What follows belongs to an exercise in optimizing a design on an open flow for small area, a short achievable clock period and few clock cycles per item; a production flow would make more cautious choices.
The RTL was checked by simulation tests, not by an equivalence proof against the original design.
Power and IR drop assume default switching activity.

==> job 9289 <==
// safe_stop_release_supervisor_top
module safe_stop_release_supervisor_top #(
    parameter int POS_BITS    = 20,
    parameter int STREAK_BITS = 16
) (
    input  logic                                clk,
    input  logic                                rst_n,
    input  logic [1:0]                          s_tuser,
    input  logic [ssrs_pkg::IN_DATA_W-1:0]      s_tdata,
    input  logic                                s_tvalid,
    output logic                                s_tready,
    output logic [ssrs_pkg::OUT_DATA_W-1:0]     m_tdata,
    output logic                                m_tvalid,
    input  logic                                m_tready,
    input  logic                                cfg_valid,
    output logic                                cfg_ready,
    input  logic [ssrs_pkg::CFG_IDX_W-1:0]      cfg_index,
    input  logic [ssrs_pkg::POS_W-1:0]          cfg_data
);
clock: 8.0 ns
lec_check: 0
abc_clock_period_in_ps: 2000
cap_margin: 20
core_margin: 2
core_utilization: 40
setup_slack_margin: 5
slew_margin: 20
run.sh (not shown) runs the stock make flow with config.mk's settings and CLKGATE_MAP_FILE= SYNTH_SCRIPT=/design/flow/synth_recipe.tcl, a recipe that flattens the netlist after the stock synthesis.
==> job 8539 (differences from job 9289) <==
--- a/flow/design.v
+++ b/flow/design.v
@@ -84,17 +84,17 @@
     output logic [ssrs_pkg::OUT_DATA_W-1:0]     m_tdata,
     output logic                                m_tvalid,
     input  logic                                m_tready,
     input  logic                                cfg_valid,
     output logic                                cfg_ready,
     input  logic [ssrs_pkg::CFG_IDX_W-1:0]      cfg_index,
     input  logic [ssrs_pkg::POS_W-1:0]          cfg_data
 );
-    localparam logic [19:0] CUT = 20'b1111_1111_1111_1110_0100;
+    localparam logic [19:0] CUT = 20'b1111_1111_1111_1111_1110;
     localparam int F_V   = 0;    
     localparam int F_EV  = 1;    
     localparam int F_ACT = 2;    
     localparam int F_AV  = 3;    
     localparam int F_CAN = 4;    
     localparam int F_STP = 5;    
     localparam int F_CI  = 6;    
     localparam int F_CH  = 7;    
@@ -124,133 +124,144 @@
     always_ff @(posedge clk)
         cfg_wdata <= cfg_data;
     always_ff @(posedge clk or negedge rst_n)
     begin
         if (!rst_n)
         begin
             track_len   <= '0;
             pass_margin <= '0;
-            stop_speed  <= '0;
             confirm     <= 8'd1;
         end
         else
         begin
             if (cfg_we[0]) track_len   <= cfg_wdata;
             if (cfg_we[1]) pass_margin <= cfg_wdata;
-            if (cfg_we[2]) stop_speed  <= cfg_wdata[15:0];
             if (cfg_we[3]) confirm     <= cfg_wdata[7:0];
         end
     end
+    always_ff @(posedge clk or negedge rst_n)
+    begin
+        if (!rst_n)
+            stop_speed <= '0;
+        else if (cfg_valid && (cfg_index == 8'd2))
+            stop_speed <= cfg_data[15:0];
+    end
+    logic        take;
+    logic        in_ev, in_act, in_rst;
+    logic        latched;
+    logic [19:0] start;
+    logic [31:0] lf_cand;      
+    logic [16:0] in_nsum;
+    logic [15:0] in_psum;
+    logic        in_nstop, in_pstop, in_stop;
+    ssrs_add #(.N(17)) u_nspd (
+        .a ({1'b0, stop_speed}), .b (s_tdata[36:20]), .ci (1'b0), .s (in_nsum), .co (in_nstop));
+    ssrs_add #(.N(16)) u_pspd (
+        .a (stop_speed), .b (~s_tdata[35:20]), .ci (1'b1), .s (in_psum), .co (in_pstop));
+    always_comb
+    begin
+        take    = s_tvalid && advance;
+        in_ev   = take && (s_tuser == 2'd0);
+        in_act  = take && (s_tuser == 2'd1);
+        in_rst  = take && (s_tuser == 2'd2);
+        in_stop = s_tdata[36] ? in_nstop : in_pstop;
+    end
+    always_ff @(posedge clk or negedge rst_n)
+    begin
+        if (!rst_n)
+            latched <= 1'b0;
+        else if (in_act)
+            latched <= 1'b1;
+        else if (in_rst)
+            latched <= 1'b0;
+    end
+    always_ff @(posedge clk)
+    begin
+        if (in_act)
+            start <= s_tdata[92:73];
+        if (in_ev && latched)
+            lf_cand <= s_tdata[72:41];
+    end
     logic        l0_v;
     logic [1:0]  l0_kind;
-    logic [19:0] l0_pos;      
-    logic [19:0] l0_dng;
-    logic [16:0] l0_spd;
-    logic [3:0]  l0_flg;      
-    logic [31:0] l0_frm;
+    logic [19:0] l0_a;        
+    logic        l0_act, l0_av, l0_can, l0_stp, l0_cc, l0_fne, l0_fnz;
     always_ff @(posedge clk or negedge rst_n)
     begin
         if (!rst_n)
             l0_v <= 1'b0;
         else if (advance)
             l0_v <= s_tvalid && (s_tuser != 2'd3);
     end
     always_ff @(posedge clk)
     begin
         if (advance)
         begin
             l0_kind <= s_tuser;
-            l0_pos  <= s_tuser[0] ? s_tdata[92:73] : s_tdata[19:0];
-            l0_dng  <= s_tdata[112:93];
-            l0_spd  <= s_tdata[36:20];
-            l0_flg  <= s_tdata[40:37];
-            l0_frm  <= s_tdata[72:41];
+            l0_a    <= s_tuser[0] ? s_tdata[112:93] : s_tdata[19:0];
+            l0_act  <= latched;
+            l0_av   <= s_tdata[37];
+            l0_can  <= s_tdata[38];
+            l0_stp  <= in_stop;
+            l0_cc   <= in_stop && !s_tdata[39] && s_tdata[40];
+            l0_fne  <= s_tdata[72:41] != lf_cand;
+            l0_fnz  <= s_tdata[72:41] != 32'd0;
         end
     end
-    logic        latched;
-    logic [19:0] start;
-    logic [31:0] lf_cand;
     logic        lf_zero;      
-    logic        s1_ev, s1_act, s1_rst;
-    logic [20:0] s1_d;
-    logic [19:0] s1_mag;
-    logic        s1_stop;
-    logic        s1_cc;
+    logic        s1_ev, s1_ld;
+    logic [19:0] s1_dd;
+    logic        s1_ge;
     logic        s1_fdiff;
     logic [19:0] s1_x;
     logic [FW-1:0] s1_f;
-    logic [19:0] s1_dd;
-    logic        s1_ge;
-    logic [16:0] s1_nsum;
-    logic [15:0] s1_psum;
-    logic        s1_nstop, s1_pstop;
     ssrs_add #(.N(20)) u_dist (
-        .a (l0_pos), .b (~start), .ci (1'b1), .s (s1_dd), .co (s1_ge));
-    ssrs_add #(.N(17)) u_nspd (
-        .a ({1'b0, stop_speed}), .b (l0_spd), .ci (1'b0), .s (s1_nsum), .co (s1_nstop));
-    ssrs_add #(.N(16)) u_pspd (
-        .a (stop_speed), .b (~l0_spd[15:0]), .ci (1'b1), .s (s1_psum), .co (s1_pstop));
+        .a (l0_a), .b (~start), .ci (1'b1), .s (s1_dd), .co (s1_ge));
     always_comb
     begin
-        s1_ev   = l0_v && (l0_kind == 2'd0);
-        s1_act  = l0_v && (l0_kind == 2'd1);
-        s1_rst  = l0_v && (l0_kind == 2'd2);
-        s1_d    = {!s1_ge, s1_dd};
-        s1_mag  = s1_d[19:0] ^ {20{s1_d[20]}};
-        s1_stop = l0_spd[16] ? s1_nstop : s1_pstop;
-        s1_cc   = s1_stop && !l0_flg[2] && l0_flg[3];
-        s1_fdiff = lf_zero ? (l0_frm != 32'd0) : (l0_frm != lf_cand);
+        s1_ev    = l0_v && (l0_kind == 2'd0);
+        s1_ld    = l0_v && (l0_kind != 2'd0);
+        s1_fdiff = lf_zero ? l0_fnz : l0_fne;
         if (s1_ev)
-            s1_x = s1_mag;
-        else if (s1_act)
-            s1_x = l0_dng;
+            s1_x = s1_dd ^ {20{!s1_ge}};
+        else if (l0_kind == 2'd1)
+            s1_x = l0_a;
         else
             s1_x = '0;
         s1_f        = '0;
         s1_f[F_V]   = l0_v;
         s1_f[F_EV]  = s1_ev;
-        s1_f[F_ACT] = latched;
-        s1_f[F_AV]  = l0_flg[0];
-        s1_f[F_CAN] = l0_flg[1];
-        s1_f[F_STP] = s1_stop;
-        s1_f[F_CI]  = s1_cc && s1_fdiff;
-        s1_f[F_CH]  = s1_cc && !s1_fdiff;
-        s1_f[F_NEG] = s1_d[20];
-    end
-    always_ff @(posedge clk or negedge rst_n)
-    begin
-        if (!rst_n)
-            latched <= 1'b0;
-        else if (advance)
-        begin
-            if (s1_act)
-                latched <= 1'b1;
-            else if (s1_rst)
-                latched <= 1'b0;
-        end
+        s1_f[F_ACT] = l0_act;
+        s1_f[F_AV]  = l0_av;
+        s1_f[F_CAN] = l0_can;
+        s1_f[F_STP] = l0_stp;
+        s1_f[F_CI]  = l0_cc && s1_fdiff;
+        s1_f[F_CH]  = l0_cc && !s1_fdiff;
+        s1_f[F_NEG] = !s1_ge;
     end
     always_ff @(posedge clk)
     begin
         if (advance)
         begin
-            if (s1_act)
-                start <= l0_pos;
-            if (s1_act || s1_rst)
+            if (s1_ld)
                 lf_zero <= 1'b1;
-            else if (s1_ev && latched)
-                lf_zero <= !s1_cc;
-            if (s1_ev && latched)
-                lf_cand <= l0_frm;
+            else if (s1_ev && l0_act)
+                lf_zero <= !l0_cc;
         end
     end
     logic [19:0] hz;
-    always_comb
-        for (int r = 0; r < 20; r++)
-            hz[r] = (r == 19) ? 1'b1 : ((track_len >> (r + 1)) == 20'd0);
+    always_ff @(posedge clk or negedge rst_n)
+    begin
+        if (!rst_n)
+            hz <= '1;
+        else if (cfg_we[0])
+            for (int r = 0; r < 20; r++)
+                hz[r] <= (r == 19) ? 1'b1 : ((cfg_wdata >> (r + 1)) == 20'd0);
+    end
     logic [20:0][19:0]   xi;
     logic [19:0][19:0]   xo;
     logic [20:0][FW-1:0] fi;
     assign xi[0] = s1_x;
     assign fi[0] = s1_f;
     for (genvar r = 0; r < 20; r++)
     begin : g_row
         ssrs_mod_step #(.R(r)) u_step (
@@ -312,17 +323,17 @@
     ssrs_add #(.N(21)) u_c1 (.a ({e_r, 1'b0}), .b (~{1'b0, track_len}), .ci (1'b1), .s (c_s1), .co (ge1));
     ssrs_add #(.N(21)) u_c2 (.a ({1'b0, e_r}), .b (~pneed), .ci (1'b1), .s (c_s2), .co (c2));
     ssrs_add #(.N(21)) u_c3 (.a ({e_r, 1'b1}), .b (~{1'b0, track_len}), .ci (1'b1), .s (c_s3), .co (c3));
     ssrs_add #(.N(21)) u_lp (.a ({1'b0, track_len}), .b (~pneed), .ci (1'b1), .s (lp_s), .co (lp_ok));
     ssrs_add #(.N(21)) u_c4 (.a ({1'b0, e_r}), .b (~lp_s), .ci (1'b1), .s (c_s5), .co (ge_lp));
     ssrs_add #(.N(20)) u_pn (.a (danger_next), .b (pass_margin), .ci (1'b0), .s (pneed_s), .co (pneed_c));
     always_comb
     begin
-        danger_next = (advance && e_load) ? e_r : danger;
+        danger_next = e_load ? e_r : danger;
         c1     = !ge1;
         c4     = lp_ok && !ge_lp;
         passed = (track_len != 20'd0) && (e_f[F_NEG] ? (c3 && c4) : (c1 && c2));
     end
     always_ff @(posedge clk)
     begin
         danger <= danger_next;
         pneed  <= {pneed_c, pneed_s};
@@ -391,17 +402,17 @@
             skid_valid <= 1'b0;
             rdy_q      <= 1'b1;
             out_valid  <= 1'b0;
             avoid      <= '0;
             clear      <= '0;
         end
         else
         begin
-            if (advance && e_load)
+            if (e_load)
                 pz <= 1'b1;
             else if (tok_pv)
                 pz <= 1'b0;
             if (or_free && skid_valid)
             begin
                 skid_valid <= 1'b0;
                 rdy_q      <= 1'b1;
             end
==> job 5201 (differences from job 9289) <==
==> flow/config.mk (replaced) <==
export PLATFORM = sky130hd
export DESIGN_NAME = safe_stop_release_supervisor_top
export DESIGN_NICKNAME = safe_stop_release_supervisor_top
export VERILOG_FILES = /design/flow/design.v
export SDC_FILE = /design/flow/constraint.sdc
export NUM_CORES = 4
export LEC_CHECK = 0
export ABC_CLOCK_PERIOD_IN_PS = 2500
export CAP_MARGIN = 20
export CORE_MARGIN = 2
export CORE_UTILIZATION = 40
export SETUP_SLACK_MARGIN = 4.5
export SLEW_MARGIN = 20
==> comparison table <==
item	job 5201	job 9289	job 8539
Run status	timing/DRC/antenna clean	timing/DRC/antenna clean	timing/DRC/antenna clean
Max FFs per register	320	320	380
Clock share of power	28.7%	28.5%	33.8%
Post-route minimum period	6.16 ns	6.04 ns	4.55 ns
Multi-input combinational area share	37.5%	37.8%	36.9%
Worst flop-to-flop path endpoint	g_row[5].g_reg.x_q[17]	g_row[5].g_reg.x_q[17]	o_pass
Number of CTS-inserted buffers	86	87	93
Hold slack	0.405 ns	0.413 ns	0.403 ns
Number of global-route vias before repair	28600	28800	29100
Minimum setup slack in the final design	1.84 ns	1.96 ns	3.45 ns
Fraction of power spent switching nets	31.6%	31.6%	28.4%
Antenna fix cells	4	2	2
Reg2reg start	track_len[17]	track_len[18]	track_len[0]
Endpoint of the worst hold-timing path	g_row[15].g_reg.f_q[2]	g_row[9].g_reg.x_q[6]	g_row[13].g_reg.f_q[7]
Combinational-cell power consumption	4.50 mW	4.59 mW	3.12 mW
Antenna violations before repair	6	11	7
Post-CTS Setup Repair Bufs	196	228	216
Worst rel slew slack	26.2%	29.3%	27.4%
Required time at the worst-slack endpoint	8.41 ns	8.41 ns	8.37 ns
RePlAce Congestion	0.859	0.877	0.835
Pleak	22.8 nW	23.1 nW	23.9 nW
Crit-path max cell delay	0.57 ns	0.58 ns	0.49 ns
Complex-gate fraction of the synthesized area	9.32%	9.32%	9.25%
Total area of multi-input combinational cells	20800 um^2	21200 um^2	21400 um^2
Testbench counts of job 9289, summed over its fixed seeds: cycles 24,144, items 23,331.
Testbench counts of job 8539, summed over its fixed seeds: cycles 24,168, items 23,331.
Testbench counts of job 5201, summed over its fixed seeds: cycles 24,144, items 23,331.

-- static timing again, ports no longer ideal --
Ports are ideal in the flow. The routed layouts listed here were re-timed in OpenROAD.
Step 1 assumes that a clkbuf_16 drives the clock port and a buf_2 every other input.
Step 2 also shifts input and output timing later by t, the mid clock arrival at the registers, as if the neighbouring blocks saw the same clock.
Three values: no drivers, after step 1, after step 2; two values: the first two.
run | shift t [ns] | slack for setup (ns) | worst setup path after step 2 | worst data-port slew with drivers (ns)
job 9289 | 0.728 | 1.959 / 1.959 / 1.959 | register to register | 0.10
job 8539 | 0.738 | 3.453 / 3.453 / 3.453 | register to register | 0.14
job 5201 | 0.718 | 1.845 / 1.845 / 1.845 | register to register | 0.10
After both steps every run listed still meets setup and hold.
